This is an optimization exercise on Yosys and OpenROAD, whose aim is small area, a short achievable clock period and few clock cycles, not a production implementation. RTL that was checked went through simulation tests only; none was proved equivalent to the original. No activity file was given, so power comes from the tool's default toggle rates.

==> inputs of run H <==
## axiApbBridgeTop
module axiApbBridgeTop (
  input  logic         pclk,
  input  logic         preset_n,
  input  logic [31:0]  ar_addr,
  input  logic [7:0]   ar_id,
  input  logic [7:0]   ar_len,
  input  logic [1:0]   ar_burst,
  input  logic [2:0]   ar_prot,
  input  logic         ar_valid,
  output logic         ar_ready,
  input  logic [31:0]  aw_addr,
  input  logic [7:0]   aw_id,
  input  logic [7:0]   aw_len,
  input  logic [1:0]   aw_burst,
  input  logic [2:0]   aw_prot,
  input  logic         aw_valid,
  output logic         aw_ready,
  input  logic [31:0]  w_data,
  input  logic [3:0]   w_strb,
  input  logic         w_valid,
  output logic         w_ready,
  output logic [31:0]  r_data,
  output logic [1:0]   r_resp,
  output logic [7:0]   r_id,
  output logic         r_last,
  output logic         r_valid,
  input  logic         r_ready,
  output logic [1:0]   b_resp,
  output logic [7:0]   b_id,
  output logic         b_valid,
  input  logic         b_ready,
  output logic [31:0]  paddr,
  output logic [31:0]  pwdata,
  output logic [3:0]   pstrb,
  output logic [2:0]   pprot,
  output logic         pwrite,
  output logic [3:0]   psel,
  output logic         penable,
  input  logic [3:0]   pready,
  input  logic [127:0] prdata,
  input  logic [3:0]   pslverr
);
  logic        act;        
  logic        wr;         
  logic        acc;        
  logic        fixed;      
  logic [13:2] curAddr;    
  logic        upZero;     
  logic        upOnes;     
  logic [7:0]  left;       
  logic [1:0]  wrErr;      
  logic        rv;
  logic        rl;
  logic [31:0] rd;
  logic [1:0]  rr;
  logic        bv;
  logic [3:0]  hit;
  logic        dec;
  logic        go;
  logic        done;
  logic        decDone;
  logic        fin;
  logic        last;
  logic [1:0]  beatResp;
  logic        rdAvail;
  logic        wrAvail;
  logic        free;
  ...
==> module axiApbBridgeTop, before the edit <==
module axiApbBridgeTop (
  input  logic         pclk,
  input  logic         preset_n,
  input  logic [31:0]  ar_addr,
  input  logic [7:0]   ar_id,
  input  logic [7:0]   ar_len,
  input  logic [1:0]   ar_burst,
  input  logic [2:0]   ar_prot,
  input  logic         ar_valid,
  output logic         ar_ready,
  input  logic [31:0]  aw_addr,
  input  logic [7:0]   aw_id,
  input  logic [7:0]   aw_len,
  input  logic [1:0]   aw_burst,
  input  logic [2:0]   aw_prot,
  input  logic         aw_valid,
  output logic         aw_ready,
  input  logic [31:0]  w_data,
  input  logic [3:0]   w_strb,
  input  logic         w_valid,
  output logic         w_ready,
  output logic [31:0]  r_data,
  output logic [1:0]   r_resp,
  output logic [7:0]   r_id,
  output logic         r_last,
  output logic         r_valid,
  input  logic         r_ready,
  output logic [1:0]   b_resp,
  output logic [7:0]   b_id,
  output logic         b_valid,
  input  logic         b_ready,
  output logic [31:0]  paddr,
  output logic [31:0]  pwdata,
  output logic [3:0]   pstrb,
  output logic [2:0]   pprot,
  output logic         pwrite,
  output logic [3:0]   psel,
  output logic         penable,
  input  logic [3:0]   pready,
  input  logic [127:0] prdata,
  input  logic [3:0]   pslverr
);
  logic        act;        
  logic        wr;         
  logic        acc;        
  logic        fixed;      
  logic [13:2] curAddr;    
  logic        upZero;     
  logic        upOnes;     
  logic [7:0]  left;       
  logic [1:0]  wrErr;      
  logic        rv;
  logic        rl;
  logic [31:0] rd;
  logic [1:0]  rr;
  logic        bv;
  logic [3:0]  hit;
  logic        dec;
  logic        go;
  logic        done;
  logic        decDone;
  logic        fin;
  logic        last;
  logic [1:0]  beatResp;
  logic        rdAvail;
  logic        wrAvail;
  logic        free;
  logic        start;
  logic        pickW;
  logic [31:0] rdSel;
  logic        gA;
  logic        gW;
  logic        gR;
  logic [3:0]  wAcc;
  logic        wDec;
  logic [3:0]  sA;
  logic [3:0]  sW;
  logic [3:0]  sR;
  always_comb begin
    for (int k = 0; k < 4; k++) begin
      hit[k] = upZero & (curAddr[13:12] == 2'(k));
    end
  end
  assign dec = ~upZero;
  assign go      = wr ? w_valid : (~rv | r_ready);
  assign done    = acc & |(pready & hit);
  assign decDone = act & dec & (wr ? w_valid : ~rv);
  assign fin     = done | decDone;
  assign last    = (left == 8'd0);
  assign beatResp = dec ? 2'd3 : (|(pslverr & hit) ? 2'd2 : 2'd0);
  assign rdAvail = ar_valid & ~(act & ~wr) & ~(rv & rl);
  assign wrAvail = aw_valid & ~(act & wr) & ~bv;
  assign free    = ~act | (fin & last);
  assign start   = free & (rdAvail | wrAvail);
  assign pickW   = wrAvail & (~rdAvail | ~wr);
  assign fixed   = wr ? (aw_burst == 2'd0) : (ar_burst == 2'd0);
  always_comb begin
    rdSel = '0;
    for (int k = 0; k < 4; k++) begin
      rdSel = rdSel | (prdata[32*k +: 32] & {32{hit[k] & ~rv}});
    end
  end
  always_ff @(posedge pclk or negedge preset_n) begin
    if (!preset_n) begin
      act    <= 1'b0;
      wr     <= 1'b1;
      acc    <= 1'b0;
      rv     <= 1'b0;
      bv     <= 1'b0;
    end else begin
      if (acc) begin
        acc <= ~done;
      end else begin
        acc <= act & ~dec & go;
      end
      if (start) begin
        act    <= 1'b1;
        wr     <= pickW;
      end else if (fin & last) begin
        act <= 1'b0;
      end
      if (fin & ~wr) begin
        rv <= 1'b1;
      end else if (r_ready) begin
        rv <= 1'b0;
      end
      if (fin & wr & last) begin
        bv <= 1'b1;
      end else if (b_ready) begin
        bv <= 1'b0;
      end
    end
  end
  always_ff @(posedge pclk) begin
    if (start) begin
      curAddr <= pickW ? aw_addr[13:2] : ar_addr[13:2];
      upZero  <= pickW ? (aw_addr[31:14] == '0) : (ar_addr[31:14] == '0);
      upOnes  <= pickW ? (aw_addr[31:14] == '1) : (ar_addr[31:14] == '1);
      left    <= pickW ? aw_len : ar_len;
    end else if (fin) begin
      left <= left - 8'd1;
      if (!fixed) begin
        curAddr[13:2] <= curAddr[13:2] + 12'd1;
        if (&curAddr[13:2]) begin
          upZero <= upOnes;
          upOnes <= 1'b0;
        end
      end
    end
    if (start & pickW) begin
      wrErr <= 2'd0;
    end else if (fin & wr) begin
      wrErr <= wrErr | beatResp;
    end
    rd <= rdSel | (rd & {32{rv}});
    if (!rv) begin
      rr <= beatResp;
      rl <= last;
    end
  end
  assign gA      = acc | (act & ~wr & ~rv);
  assign gW      = act & ~acc & wr;
  assign gR      = act & ~acc & ~wr & rv;
  assign sA      = hit & {4{gA}};
  assign sW      = hit & {4{gW}};
  assign sR      = hit & {4{gR}};
  pselGate pselGate_i (
    .sA    (sA),
    .sW    (sW),
    .sR    (sR),
    .wValid(w_valid),
    .rReady(r_ready),
    .psel  (psel)
  );
  assign penable = acc;
  assign paddr   = {18'd0, curAddr, wr ? aw_addr[1:0] : ar_addr[1:0]};
  assign pwrite  = wr;
  assign pprot   = wr ? aw_prot : ar_prot;
  assign pwdata  = w_data;
  assign pstrb   = w_strb & {4{wr}};
  assign wAcc    = hit & {4{acc & wr}};
  assign wDec    = act & dec & wr;
  wReadyGate wReadyGate_i (
    .pready(pready),
    .sWA   (wAcc),
    .dW    (wDec),
    .wReady(w_ready)
  );
  assign r_valid  = rv;
  assign r_data   = rd;
  assign r_resp   = rr;
  assign r_last   = rl;
  assign r_id     = ar_id;
  assign ar_ready = rv & rl & r_ready;
  assign b_valid  = bv;
  assign b_resp   = wrErr;
  assign b_id     = aw_id;
  assign aw_ready = bv & b_ready;
endmodule
==> module pselGate, before the edit <==
module pselGate (
  input  logic [3:0] sA,       
  input  logic [3:0] sW,       
  input  logic [3:0] sR,       
  input  logic       wValid,
  input  logic       rReady,
  output logic [3:0] psel
);
  assign psel = sA | (sW & {4{wValid}}) | (sR & {4{rReady}});
endmodule
==> flow/config.mk <==
export PLATFORM = sky130hd
export DESIGN_NAME = axiApbBridgeTop
export DESIGN_NICKNAME = axiApbBridgeTop
export VERILOG_FILES = /design/flow/design.v
export SDC_FILE = /design/flow/constraint.sdc
export NUM_CORES = 4
export LEC_CHECK = 0
export CAP_MARGIN = 20
export CORE_AREA = 2.5 2.5 142.5 142.5
export DIE_AREA = 0 0 145 145
export PLACE_DENSITY = 0.6
export SETUP_SLACK_MARGIN = 2.4
export SLEW_MARGIN = 20
export SYNTH_HIERARCHICAL = 1
export SYNTH_MINIMUM_KEEP_SIZE = 0
==> flow/constraint.sdc <==
create_clock -name core_clock -period 5.0 [get_ports {pclk}]
set_input_delay 1.0000 -clock core_clock [delete_from_list [all_inputs] [get_ports {pclk}]]
set_output_delay 1.0000 -clock core_clock [all_outputs]
set_load 0.01 [all_outputs]
standard.sh (not shown) runs the stock make flow with config.mk's settings and CLKGATE_MAP_FILE= SYNTH_SCRIPT=/design/flow/synth_recipe.tcl, a recipe that flattens the netlist after the stock synthesis.
==> flow/flow/run.sh <==
#!/bin/bash
# Standard layout; port buffers of the smallest plain buffer; smaller clock tree.
export BUFFER_PORTS_ARGS="-buffer_cell sky130_fd_sc_hd__buf_1"
export CTS_ARGS="-sink_clustering_enable -repair_clock_nets -dont_use_dummy_load -buf_list sky130_fd_sc_hd__clkbuf_8 -sink_clustering_size 40 -sink_clustering_max_diameter 150"
bash standard.sh > standard.log 2>&1
==> inputs of run C, as changes to run H <==
--- a/flow/design.v
+++ b/flow/design.v
@@ -491,4 +491,4 @@
   logic        acc;        
-  logic        fixed;      
-  logic [13:2] curAddr;    
+  logic [11:2] curAddr;    
+  logic [3:0]  oh;         
   logic        upZero;     
@@ -496,4 +496,5 @@
   logic [7:0]  left;       
+  logic        last;       
   logic [1:0]  wrErr;      
-  logic        rv;
+  logic        rv;         
   logic        rl;
@@ -502,5 +503,10 @@
   logic        bv;
+  logic        fA;         
+  logic        fW;         
+  logic        fR;         
+  logic        fWA;        
+  logic        fDW;        
   logic [3:0]  hit;
   logic        dec;
-  logic        go;
+  logic        fixed;
   logic        done;
@@ -508,3 +514,3 @@
   logic        fin;
-  logic        last;
+  logic        setup;
   logic [1:0]  beatResp;
@@ -516,21 +522,14 @@
   logic [31:0] rdSel;
-  logic        gA;
-  logic        gW;
-  logic        gR;
-  logic [3:0]  wAcc;
-  logic        wDec;
-  logic [3:0]  sA;
-  logic [3:0]  sW;
-  logic [3:0]  sR;
-  always_comb begin
-    for (int k = 0; k < 4; k++) begin
-      hit[k] = upZero & (curAddr[13:12] == 2'(k));
-    end
-  end
+  logic [3:0]  sWA;
+  logic        actN;
+  logic        wrN;
+  logic        accN;
+  logic        rvN;
+  logic        decN;
+  assign hit = oh & {4{upZero}};
   assign dec = ~upZero;
-  assign go      = wr ? w_valid : (~rv | r_ready);
-  assign done    = acc & |(pready & hit);
+  assign done    = acc & |(pready & oh);
   assign decDone = act & dec & (wr ? w_valid : ~rv);
   assign fin     = done | decDone;
-  assign last    = (left == 8'd0);
+  assign setup   = act & ~acc & ~dec & (wr ? w_valid : (~rv | r_ready));
   assign beatResp = dec ? 2'd3 : (|(pslverr & hit) ? 2'd2 : 2'd0);
@@ -548,26 +547,33 @@
   end
+  assign upOnes = wr ? (&aw_addr[31:14]) : (&ar_addr[31:14]);
+  always_comb begin
+    actN = start | (act & ~(fin & last));
+    wrN  = start ? pickW : wr;
+    accN = acc ? ~done : setup;
+    rvN  = (fin & ~wr) | (rv & ~r_ready);
+    if (start) begin
+      decN = pickW ? (aw_addr[31:14] != '0) : (ar_addr[31:14] != '0);
+    end else if (fin && !fixed && oh[3] && (&curAddr[11:2])) begin
+      decN = ~upOnes;
+    end else begin
+      decN = dec;
+    end
+  end
   always_ff @(posedge pclk or negedge preset_n) begin
     if (!preset_n) begin
-      act    <= 1'b0;
-      wr     <= 1'b1;
-      acc    <= 1'b0;
-      rv     <= 1'b0;
-      bv     <= 1'b0;
+      act <= 1'b0;
+      wr     <= 1'b0;
+      acc <= 1'b0;
+      rv  <= 1'b0;
+      bv  <= 1'b0;
+      fA  <= 1'b0;
+      fW  <= 1'b0;
+      fR  <= 1'b0;
+      fWA <= 1'b0;
+      fDW <= 1'b0;
     end else begin
-      if (acc) begin
-        acc <= ~done;
-      end else begin
-        acc <= act & ~dec & go;
-      end
-      if (start) begin
-        act    <= 1'b1;
-        wr     <= pickW;
-      end else if (fin & last) begin
-        act <= 1'b0;
-      end
-      if (fin & ~wr) begin
-        rv <= 1'b1;
-      end else if (r_ready) begin
-        rv <= 1'b0;
-      end
+      act <= actN;
+      wr  <= wrN;
+      acc <= accN;
+      rv  <= rvN;
       if (fin & wr & last) begin
@@ -577,2 +583,7 @@
       end
+      fA  <= accN | (actN & ~decN & ~wrN & ~rvN);
+      fW  <= actN & ~accN & ~decN & wrN;
+      fR  <= actN & ~accN & ~decN & ~wrN & rvN;
+      fWA <= accN & wrN;
+      fDW <= actN & decN & wrN;
     end
@@ -581,13 +592,19 @@
     if (start) begin
-      curAddr <= pickW ? aw_addr[13:2] : ar_addr[13:2];
+      curAddr <= pickW ? aw_addr[11:2] : ar_addr[11:2];
+      for (int k = 0; k < 4; k++) begin
+        oh[k] <= pickW ? (aw_addr[13:12] == 2'(k)) : (ar_addr[13:12] == 2'(k));
+      end
       upZero  <= pickW ? (aw_addr[31:14] == '0) : (ar_addr[31:14] == '0);
-      upOnes  <= pickW ? (aw_addr[31:14] == '1) : (ar_addr[31:14] == '1);
       left    <= pickW ? aw_len : ar_len;
+      last    <= pickW ? (aw_len == '0) : (ar_len == '0);
     end else if (fin) begin
       left <= left - 8'd1;
+      last <= (left == 8'd1);
       if (!fixed) begin
-        curAddr[13:2] <= curAddr[13:2] + 12'd1;
-        if (&curAddr[13:2]) begin
-          upZero <= upOnes;
-          upOnes <= 1'b0;
+        curAddr <= curAddr + 10'd1;
+        if (&curAddr) begin
+          oh <= {oh[2:0], oh[3]};
+          if (oh[3]) begin
+            upZero <= upOnes;
+          end
         end
@@ -606,12 +623,7 @@
   end
-  assign gA      = acc | (act & ~wr & ~rv);
-  assign gW      = act & ~acc & wr;
-  assign gR      = act & ~acc & ~wr & rv;
-  assign sA      = hit & {4{gA}};
-  assign sW      = hit & {4{gW}};
-  assign sR      = hit & {4{gR}};
   pselGate pselGate_i (
-    .sA    (sA),
-    .sW    (sW),
-    .sR    (sR),
+    .oh    (oh),
+    .fA    (fA),
+    .fW    (fW),
+    .fR    (fR),
     .wValid(w_valid),
@@ -621,3 +633,3 @@
   assign penable = acc;
-  assign paddr   = {18'd0, curAddr, wr ? aw_addr[1:0] : ar_addr[1:0]};
+  assign paddr   = {18'd0, oh[3] | oh[2], oh[3] | oh[1], curAddr, wr ? aw_addr[1:0] : ar_addr[1:0]};
   assign pwrite  = wr;
@@ -626,8 +638,7 @@
   assign pstrb   = w_strb & {4{wr}};
-  assign wAcc    = hit & {4{acc & wr}};
-  assign wDec    = act & dec & wr;
+  assign sWA     = oh & {4{fWA}};
   wReadyGate wReadyGate_i (
     .pready(pready),
-    .sWA   (wAcc),
-    .dW    (wDec),
+    .sWA   (sWA),
+    .dW    (fDW),
     .wReady(w_ready)
@@ -646,5 +657,6 @@
 module pselGate (
-  input  logic [3:0] sA,       
-  input  logic [3:0] sW,       
-  input  logic [3:0] sR,       
+  input  logic [3:0] oh,       
+  input  logic       fA,       
+  input  logic       fW,       
+  input  logic       fR,       
   input  logic       wValid,
@@ -653,3 +665,3 @@
 );
-  assign psel = sA | (sW & {4{wValid}}) | (sR & {4{rReady}});
+  assign psel = oh & {4{fA | (fW & wValid) | (fR & rReady)}};
 endmodule
==> flow/flow/run.sh (replaced) <==
#!/bin/bash
# Standard layout; port buffers of the smallest plain buffer; smaller clock tree;
# the pins of each same-cycle input-to-output path placed side by side.
export BUFFER_PORTS_ARGS="-buffer_cell sky130_fd_sc_hd__buf_1"
export CTS_ARGS="-sink_clustering_enable -repair_clock_nets -dont_use_dummy_load -buf_list sky130_fd_sc_hd__clkbuf_8 -sink_clustering_size 40 -sink_clustering_max_diameter 150"
export PLACE_PINS_ARGS="-group_pins {w_valid r_ready pready[0] pready[1] pready[2] pready[3] psel[0] psel[1] psel[2] psel[3] w_ready} -group_pins {ar_ready aw_ready b_ready} -group_pins {pprot[0] pprot[1] pprot[2] ar_prot[0] ar_prot[1] ar_prot[2] aw_prot[0] aw_prot[1] aw_prot[2] paddr[0] paddr[1] ar_addr[0] ar_addr[1] aw_addr[0] aw_addr[1]} -group_pins {pstrb[0] pstrb[1] pstrb[2] pstrb[3] w_strb[0] w_strb[1] w_strb[2] w_strb[3]}"
bash standard.sh > standard.log 2>&1
==> notes <==
Run H completed with no timing, DRC or antenna violations. Run C finished clean. Against run H, the routed wire length of run C is smaller by about 3.5%. In cell count, run C and run H hardly differ. Combinational power: run H is smaller than run C (about 54%). Of run C and run H, run C has the higher area after synthesis (gap about 4%, measured against run H). In run C the global-route usage is lower than in run H, by 0.20 points. In count of clock-buffer cells in the layout, run C and run H do not differ.
Testbench counts of run C, summed over its fixed seeds: cycles 10,238.
Function not checked in run H: the RTL went through the layout flow alone.

-- separate check: timing with driven ports --
How much do the figures lean on ideal ports? The routed layouts below were timed once more, with nothing changed but the port constraints.
Step 1 assumes that a clkbuf_16 drives the clock port and a buf_2 every other input.
Step 2 times the ports against the registers' clock, not the clock port: input delays grow and output delays shrink by t, the midpoint of the rising clock arrivals with the driver on.
Slacks: ideal ports / drivers / drivers and shift; pairs: ideal ports / drivers.
run | t (ns) | setup WS [ns] | latest minus earliest clock arrival (ns)
run H | 0.382 | 2.084 / 2.049 / 2.260 | 0.014 / 0.015
run C | 0.378 | 2.346 / 2.299 / 2.142 | 0.028 / 0.028
After both steps setup and hold are still met in every run listed. The setup slack of run C, which loses most, moves by -0.047 ns with the drivers and by -0.204 ns with both steps.
